From an optimization exercise on the open Yosys and OpenROAD flow, aimed at small area, a short achievable clock period and few clock cycles; shortcuts taken in it are not production practice.
In this exercise RTL edits were held to simulation tests only and were not proved equivalent to the original.

==> flow/design.v <==
package alu_pkg;
        localparam int xlen = 32;
        localparam int mul_latency = 2;
        localparam int div_latency = 33;
        typedef enum logic [4:0] {
                op_add    = 5'd0,
                op_sll    = 5'd1,
                op_slt    = 5'd2,
                op_sltu   = 5'd3,
                op_xor    = 5'd4,
                op_srl    = 5'd5,
                op_or     = 5'd6,
                op_and    = 5'd7,
                op_mul    = 5'd8,
                op_mulh   = 5'd9,
                op_mulhsu = 5'd10,
                op_mulhu  = 5'd11,
                op_div    = 5'd12,
                op_divu   = 5'd13,
                op_rem    = 5'd14,
                op_remu   = 5'd15,
                op_sub    = 5'd16,
                op_sra    = 5'd21,
                op_fwd    = 5'd24
        } alu_op_e;
        typedef struct packed {
                alu_op_e         op;
                logic [xlen-1:0] data1;
                logic [xlen-1:0] data2;
        } exec_req_t;
        typedef struct packed {
                logic zero;
                logic sign;
                logic sltu;
        } exec_flags_t;
        typedef struct packed {
                logic [xlen-1:0] result;
                exec_flags_t     flags;
        } exec_rsp_t;
endpackage
`timescale 1ns/1ps
module alu (
        input  alu_pkg::exec_req_t       req,
        output logic [alu_pkg::xlen-1:0] result,
        output alu_pkg::exec_flags_t     flags
);
        logic [4:0]    shamt;
        logic [alu_pkg::xlen:0] diff_s;
        logic [alu_pkg::xlen:0] diff_u;
        logic          slt_bit;
        logic          sltu_bit;
        assign shamt = req.data2[4:0];
        assign diff_s = {req.data1[alu_pkg::xlen-1], req.data1} - {req.data2[alu_pkg::xlen-1], req.data2};
        assign diff_u = {1'b0, req.data1} - {1'b0, req.data2};
        assign slt_bit = diff_s[alu_pkg::xlen];
        assign sltu_bit = diff_u[alu_pkg::xlen];
        always_comb begin
                case (req.op)
                alu_pkg::op_add: begin
                        result = req.data1 + req.data2;
                end
                alu_pkg::op_sub: begin
                        result = diff_u[alu_pkg::xlen-1:0];
                end
                alu_pkg::op_sll: begin
                        result = req.data1 << shamt;
                end
                alu_pkg::op_srl: begin
                        result = req.data1 >> shamt;
                end
                alu_pkg::op_sra: begin
                        result = $signed(req.data1) >>> shamt;
                end
                alu_pkg::op_slt: begin
                        result = {{(alu_pkg::xlen-1){1'b0}}, slt_bit};
                end
                alu_pkg::op_sltu: begin
                        result = {{(alu_pkg::xlen-1){1'b0}}, sltu_bit};
                end
                alu_pkg::op_xor: begin
                        result = req.data1 ^ req.data2;
                end
                alu_pkg::op_or: begin
                        result = req.data1 | req.data2;
                end
                alu_pkg::op_and: begin
                        result = req.data1 & req.data2;
                end
                alu_pkg::op_fwd: begin
                        result = req.data2;
                end
                default: begin
                        result = '0;
                end
                endcase
        end
        always_comb begin
                flags.zero = (req.data1 == req.data2);
                flags.sign = ($signed(req.data1) < $signed(req.data2));
                flags.sltu = (req.data1 < req.data2);
        end
endmodule
`timescale 1ns/1ps
module multiplier (
        input  logic            clk,
        input  logic            reset,
        input  logic            start,
        input  alu_pkg::alu_op_e         op,
        input  logic [alu_pkg::xlen-1:0] data1,
        input  logic [alu_pkg::xlen-1:0] data2,
        output logic            done,
        output logic [alu_pkg::xlen-1:0] result
);
        logic                   sign1;
        logic                   sign2;
        logic                   valid_q;
        alu_pkg::alu_op_e                op_q;
        logic signed [alu_pkg::xlen:0]   a_q;
        logic signed [alu_pkg::xlen:0]   b_q;
        logic signed [2*alu_pkg::xlen+1:0] prod;
        assign sign1 = (op == alu_pkg::op_mulh) || (op == alu_pkg::op_mulhsu);
        assign sign2 = (op == alu_pkg::op_mulh);
        always_ff @(posedge clk) begin
                if (start) begin
                        a_q <= {sign1 & data1[alu_pkg::xlen-1], data1};
                        b_q <= {sign2 & data2[alu_pkg::xlen-1], data2};
                        op_q <= op;
                end
        end
        always_ff @(posedge clk) begin
                if (reset) begin
                        valid_q <= 1'b0;
                        done <= 1'b0;
                end else begin
                        valid_q <= start;
                        done <= valid_q;
                end
        end
        assign prod = a_q * b_q;
        always_ff @(posedge clk) begin
                if (valid_q) begin
                        if (op_q == alu_pkg::op_mul) begin
                                result <= prod[alu_pkg::xlen-1:0];
                        end else begin
                                result <= prod[2*alu_pkg::xlen-1:alu_pkg::xlen];
                        end
                end
        end
endmodule
`timescale 1ns/1ps
module divider (
        input  logic            clk,
        input  logic            reset,
        input  logic            start,
        input  alu_pkg::alu_op_e         op,
        input  logic [alu_pkg::xlen-1:0] data1,
        input  logic [alu_pkg::xlen-1:0] data2,
        output logic            done,
        output logic            busy,
        output logic [alu_pkg::xlen-1:0] result
);
        typedef enum logic [1:0] {
                idle,
                run,
                fix
        } div_state_e;
        div_state_e              state;
        logic [$clog2(alu_pkg::xlen)-1:0] count;
        logic [alu_pkg::xlen-1:0]         quo;
        logic [alu_pkg::xlen-1:0]         rem;
        logic [alu_pkg::xlen-1:0]         dvs;
        logic                    neg_q;
        logic                    neg_r;
        logic                    want_rem;
        logic                    is_signed;
        logic                    load;
        logic [alu_pkg::xlen:0]           rem_shift;
        logic [alu_pkg::xlen:0]           trial;
        assign is_signed = (op == alu_pkg::op_div) || (op == alu_pkg::op_rem);
        assign load = start && (state == idle);
        assign busy = (state != idle);
        assign rem_shift = {rem, quo[alu_pkg::xlen-1]};
        assign trial = rem_shift - {1'b0, dvs};
        always_ff @(posedge clk) begin
                if (reset) begin
                        state <= idle;
                        count <= '0;
                        done <= 1'b0;
                end else begin
                        done <= 1'b0;
                        case (state)
                        idle: begin
                                if (start) begin
                                        state <= run;
                                        count <= '0;
                                end
                        end
                        run: begin
                                count <= count + 1'b1;
                                if (&count) begin
                                        state <= fix;
                                        done <= 1'b1;
                                end
                        end
                        fix: begin
                                state <= idle;
                        end
                        default: begin
                                state <= idle;
                        end
                        endcase
                end
        end
        always_ff @(posedge clk) begin
                if (load) begin
                        quo <= (is_signed && data1[alu_pkg::xlen-1]) ? -data1 : data1;
                        dvs <= (is_signed && data2[alu_pkg::xlen-1]) ? -data2 : data2;
                        rem <= '0;
                        neg_q <= is_signed && (data1[alu_pkg::xlen-1] ^ data2[alu_pkg::xlen-1]) && (data2 != '0);
                        neg_r <= is_signed && data1[alu_pkg::xlen-1];
                        want_rem <= (op == alu_pkg::op_rem) || (op == alu_pkg::op_remu);
                end else if (state == run) begin
                        if (!trial[alu_pkg::xlen]) begin
                                rem <= trial[alu_pkg::xlen-1:0];
                                quo <= {quo[alu_pkg::xlen-2:0], 1'b1};
                        end else begin
                                rem <= rem_shift[alu_pkg::xlen-1:0];
                                quo <= {quo[alu_pkg::xlen-2:0], 1'b0};
                        end
                end
        end
        always_comb begin
                if (want_rem) begin
                        result = neg_r ? -rem : rem;
                end else begin
                        result = neg_q ? -quo : quo;
                end
        end
endmodule
`timescale 1ns/1ps
module exec_unit (
        input  logic      clk,
        input  logic      reset,
        input  logic      start,
        input  alu_pkg::exec_req_t req,
        output logic      busy,
        output logic      done,
        output alu_pkg::exec_rsp_t rsp
);
        typedef enum logic [1:0] {
                idle,
                wait_mul,
                wait_div
        } exec_state_e;
        exec_state_e     state;
        alu_pkg::exec_req_t       req_q;
        alu_pkg::exec_req_t       cur_req;
        logic            accept;
        logic            mul_start;
        logic            div_start;
        logic            mul_done;
        logic            div_done;
        logic            div_busy;
        logic [alu_pkg::xlen-1:0] alu_result;
        logic [alu_pkg::xlen-1:0] mul_result;
        logic [alu_pkg::xlen-1:0] div_result;
        alu_pkg::exec_flags_t     alu_flags;
        assign busy = (state != idle);
        assign accept = start && !busy;
        assign cur_req = accept ? req : req_q;
        assign mul_start = accept && ((req.op == alu_pkg::op_mul) || (req.op == alu_pkg::op_mulh) || (req.op == alu_pkg::op_mulhsu) || (req.op == alu_pkg::op_mulhu));
        assign div_start = accept && ((req.op == alu_pkg::op_div) || (req.op == alu_pkg::op_divu) || (req.op == alu_pkg::op_rem) || (req.op == alu_pkg::op_remu));
        always_ff @(posedge clk) begin
                if (accept) begin
                        req_q <= req;
                end
        end
        alu u_alu (
                .req    (cur_req),
                .result (alu_result),
                .flags  (alu_flags)
        );
        multiplier u_multiplier (
                .clk    (clk),
                .reset  (reset),
                .start  (mul_start),
                .op     (cur_req.op),
                .data1  (cur_req.data1),
                .data2  (cur_req.data2),
                .done   (mul_done),
                .result (mul_result)
        );
        divider u_divider (
                .clk    (clk),
                .reset  (reset),
                .start  (div_start),
                .op     (cur_req.op),
                .data1  (cur_req.data1),
                .data2  (cur_req.data2),
                .done   (div_done),
                .busy   (div_busy),
                .result (div_result)
        );
        always_ff @(posedge clk) begin
                if (reset) begin
                        state <= idle;
                        done <= 1'b0;
                        rsp <= '0;
                end else begin
                        done <= 1'b0;
                        case (state)
                        idle: begin
                                if (mul_start) begin
                                        state <= wait_mul;
                                end else if (div_start) begin
                                        state <= wait_div;
                                end else if (accept) begin
                                        rsp <= {alu_result, alu_flags};
                                        done <= 1'b1;
                                end
                        end
                        wait_mul: begin
                                if (mul_done) begin
                                        rsp <= {mul_result, alu_flags};
                                        done <= 1'b1;
                                        state <= idle;
                                end
                        end
                        wait_div: begin
                                if (div_done) begin
                                        rsp <= {div_result, alu_flags};
                                        done <= 1'b1;
                                        state <= idle;
                                end
                        end
                        default: begin
                                state <= idle;
                        end
                        endcase
                end
        end
endmodule
`timescale 1ns/1ps
module exec_unit_top (
        input  logic        clk,
        input  logic        reset,
        input  logic        start,
        input  logic [4:0]  op,
        input  logic [31:0] data1,
        input  logic [31:0] data2,
        output logic        busy,
        output logic        done,
        output logic [31:0] result,
        output logic        flag_zero,
        output logic        flag_sign,
        output logic        flag_sltu
);
        alu_pkg::exec_req_t req;
        alu_pkg::exec_rsp_t rsp;
        assign req.op = alu_pkg::alu_op_e'(op);
        assign req.data1 = data1;
        assign req.data2 = data2;
        exec_unit u_exec_unit (
                .clk   (clk),
                .reset (reset),
                .start (start),
                .req   (req),
                .busy  (busy),
                .done  (done),
                .rsp   (rsp)
        );
        assign result = rsp.result;
        assign flag_zero = rsp.flags.zero;
        assign flag_sign = rsp.flags.sign;
        assign flag_sltu = rsp.flags.sltu;
endmodule
==> flow/run.sh <==
#!/bin/bash
# synth_recipe.tcl (not shown) runs the flow's synth.tcl, then flattens the netlist and writes it again
# the make line also repeats each setting of config.mk as NAME=value (left out here)
make -C /OpenROAD-flow-scripts/flow DESIGN_CONFIG=/design/flow/config.mk WORK_HOME=/design/flow/orfs CLKGATE_MAP_FILE= SYNTH_SCRIPT=/design/flow/synth_recipe.tcl finish
==> flow/config.mk <==
export PLATFORM = sky130hd
export DESIGN_NAME = exec_unit_top
export DESIGN_NICKNAME = exec_unit_top
export VERILOG_FILES = /design/flow/design.v
export SDC_FILE = /design/flow/constraint.sdc
export NUM_CORES = 4
export LEC_CHECK = 0
export CAP_MARGIN = 20
export CORE_MARGIN = 2
export CORE_UTILIZATION = 40
export SLEW_MARGIN = 20
==> flow/constraint.sdc <==
create_clock -name core_clock -period 10.0 [get_ports {clk}]
set_input_delay 2.0000 -clock core_clock [delete_from_list [all_inputs] [get_ports {clk}]]
set_output_delay 2.0000 -clock core_clock [all_outputs]
set_load 0.01 [all_outputs]
==> flow_metrics.env <==
export IMPL_skew_ps=26.8
export IMPL_synth_edf_count=170
export IMPL_tightest_slew_ps=1260
export IMPL_syn_area_um2=63600
export IMPL_critPathBufInv=5
export IMPL_cpLargestDelayFamily="adder cells"
export IMPL_setup_tns_ps=0
export IMPL_end_kind="flip-flop"
export IMPL_dpl_hpwl_mm=196
export IMPL_grt_overflow=0
export IMPL_htreeDepth=2
export IMPL_cts_resized=0
export IMPL_clk_pin_slew_ps=60
export IMPL_status="complete, no violations"
export IMPL_core_area_um2=158000
export IMPL_slew_headroom_pct=14.3
export IMPL_cp_max_fo=33
export IMPL_gp_congestion=1.07
export IMPL_clock_root_buffer="clkbuf_16"
export IMPL_portBuffers=108
export IMPL_fill_cells=15600
export IMPL_yosysWarnings=4
export IMPL_final_common_cell="inv_1"
export IMPL_seq_area_frac_synth_pct=12.7
export IMPL_path_class="reg2reg"
export IMPL_synth_top_area_share_pct=35.5
export IMPL_cts_setup_buffers=0
export IMPL_cp_data_arrival_time_ps=9640
export IMPL_setup_viol=0
export IMPL_track_usage_pct=29.9
export IMPL_synth_distinct_cells=97
export IMPL_pin_count=109
export IMPL_antenna_found_initial=31
export IMPL_drt_iter0_drc=5654
export IMPL_clock_sinks=319
export IMPL_worstSetupStartpointType="flip-flop"
export IMPL_cp_required_ps=10310
export IMPL_synth_main_ff_cell="edfxtp_1"
export IMPL_grt_pass1_wl_mm=361
export IMPL_setup_ws_ps=674
export IMPL_cts_tree="done"
export IMPL_syn_to_final_growth_pct=7.90
export IMPL_final_cell_mix="1252 x inv_1, 1128 x fa_1, 849 x nand2_1"
export IMPL_fin_area_um2=68600
export IMPL_clock_path_buffers=3
export IMPL_first_pass_iters=8
export IMPL_ant_nets=0
export IMPL_fin_crit_ps=9330
export IMPL_cp_common_cell="fa_1"
export IMPL_die_w_um=403
export IMPL_syn_inst=7205
export IMPL_chipHeight_um=403
export IMPL_yosysTopAreaCell="fa_1"
export IMPL_drv_slew=0
export IMPL_first_global_vias=54300
export IMPL_max_freq_mhz=107
export IMPL_maxCapViolCount=0
export IMPL_slowest_delay_ps=1050
export IMPL_postLayoutCoreUtil_pct=43.4
export IMPL_cts_hold_buf=0
export IMPL_path_cells="and2_1 -> fa_1 -> fa_1 -> fa_1 -> fa_1 -> inv_1 -> buf_4 -> fa_1 -> inv_1 -> fa_1 -> fa_1 -> inv_1 -> fa_1 -> inv_1 -> ha_1 -> a21o_1 -> a21oi_1 -> nand3_1 -> nor4_1 -> o31ai_1 -> a2111oi_0 -> o21bai_1 -> xnor2_1 -> o21ai_0"
export IMPL_ys_top_cells_by_area="fa_1 36%, edfxtp_1 8.0%, inv_1 7.4%"
export IMPL_drt_vias_per_instance=5.77
export IMPL_routedWlPerCell_um=26.3
export IMPL_min_path_type="reg2reg"
export IMPL_critPathSlowestCell="edfxtp_1"
export IMPL_pre_cts_slack_ps=883
export IMPL_start_util_pct=40.2
export IMPL_nNetsFinal=8677
export IMPL_layout_drive_gt1_share_pct=5.18
export IMPL_finalCritPeriodShare_pct=93.3
export IMPL_finalHoldViolCount=0
export IMPL_grt_max_degree=89
export IMPL_rsz0062_at_grt="false"
export IMPL_numCtsBuffers=41
export IMPL_die_area_um2=162000
export IMPL_synth_avg_cell_area_um2=8.82
export IMPL_synth_seq_cells=319
export IMPL_synth_nets=8757
export IMPL_placed_cell_area_um2=67100
export IMPL_std_cell_rows=146
export IMPL_wl_mm=243
export IMPL_insertion_delay_ps=610
export IMPL_drc=0
export IMPL_vias=53300
export IMPL_synthArstFlopShare_pct=0
==> logic make-up (layout without fill, tap and decap cells) <==
| group | Yosys count | count (layout) | share of synthesized area [%] |
|---|---|---|---|
| and+or+nand+nor | 2156 | 2156 | 16.6 |
| buffers and inverters | 1674 | 1626 | 10.0 |
| adders and majority gates | 1480 | 1480 | 42.4 |
| AOI/OAI and AO/OA | 1153 | 1153 | 11.8 |
| DFF | 319 | 319 | 12.7 |
| xor gates and xnor gates | 239 | 239 | 3.29 |
| muxes | 184 | 184 | 3.02 |
| other | 0 | 7 | 0 |
==> metal layers <==
layer	part of all wire, %	global-route usage (%)
met1	39	38.8
met2	45	47.1
met3	8.7	5.55
met4	6.9	16.9
met5	0.043	0
==> worst paths after layout <==
path,start,end,slack [ps],cells past startpoint
max,u_exec_unit.u_multiplier.b_q[2],u_exec_unit.u_multiplier.result[28],670,24
min,u_exec_unit.u_divider.count[4],u_exec_unit.u_divider.count[4],480,2
max reg2reg,u_exec_unit.u_multiplier.b_q[2],u_exec_unit.u_multiplier.result[28],670,24
min reg2reg,u_exec_unit.u_divider.count[4],u_exec_unit.u_divider.count[4],480,2
==> state kept, by name, summed over array words and instances (netlist names), 2 cells and up <==
| name | cells |
|---|---|
| u_exec_unit.u_multiplier.op_q | 5 |
| u_exec_unit.u_multiplier.result | 32 |
| u_exec_unit.u_divider.dvs | 32 |
| u_exec_unit.u_divider.rem | 32 |
| u_exec_unit.rsp | 35 |
| u_exec_unit.u_multiplier.a_q | 33 |
| u_exec_unit.u_divider.quo | 32 |
| u_exec_unit.u_multiplier.b_q | 33 |
| u_exec_unit.u_divider.state | 2 |
| u_exec_unit.req_q | 69 |
| u_exec_unit.state | 2 |
| u_exec_unit.u_divider.count | 5 |
==> tightest hold or removal path, stage by stage (launching register included) <==
cell and delay, ps:
dfxtp_1 310, nand3_1 60, a21oi_1 60
==> synth_stat cells (17+ instances only) <==
cell type	number
dfxtp_1	149
a31oi_1	53
nor4_1	25
nor2_1	265
and3_1	30
and2_1	541
a211oi_1	76
o21bai_1	33
or3_1	35
edfxtp_1	170
buf_1	17
inv_1	1253
nand2_1	849
ha_1	352
nor2b_1	53
a22o_1	18
nor3_1	91
o211ai_1	45
xnor2_1	163
o21ai_0	271
nand4_1	35
a21o_1	64
o22ai_1	28
buf_2	38
fa_1	1128
a221oi_1	32
o31ai_1	51
nand2b_1	34
a21oi_1	270
nand3_1	129
xor2_1	76
mux2i_1	139
mux2_2	42
o21a_1	31
clkbuf_1	351
==> cell type report <==
class	count	area, um2	share of cell area (%)
tap	2072	2590	3.78
antenna	7	17.5	0.0255
sequential	319	8090	11.8
inverter	1260	4730	6.89
clock inverter	28	373	0.543
clock buffer	47	1080	1.57
timing repair buffer	291	2460	3.59
multi-input combinational	5212	49300	71.8
==> metrics by stage <==
stage	hold WS [ps]	instances
final	475	9236
after floorplan	452	7205
after CTS	477	9228
after global routing	509	9229
after global placement	462	9151
after detailed placement	468	9153
Testbench counts, summed over its fixed seeds: cycles 24,084.

static timing again, ports no longer ideal:
Ports are ideal in the flow. The routed layout listed here was re-timed in OpenROAD. Step 1: set_driving_cell puts a clkbuf_16 on clk and a buf_2 on each other input, an assumption about the parent block. Step 2 also shifts input and output timing later by t, the mid clock arrival at the registers, as if the neighbouring blocks saw the same clock. Slacks: ideal ports / drivers / drivers and shift; pairs: ideal ports / drivers.
t (ns): 0.663
slack for setup (ns): 0.674 / 0.674 / 0.674
worst hold slack (ns): 0.475 / 0.475 / 0.475
cell pins on the clock port's net: 1
After both steps this run still meets setup and hold. For this run, drivers alone change the setup slack by 0.000 ns; drivers and shift together by 0.000 ns.
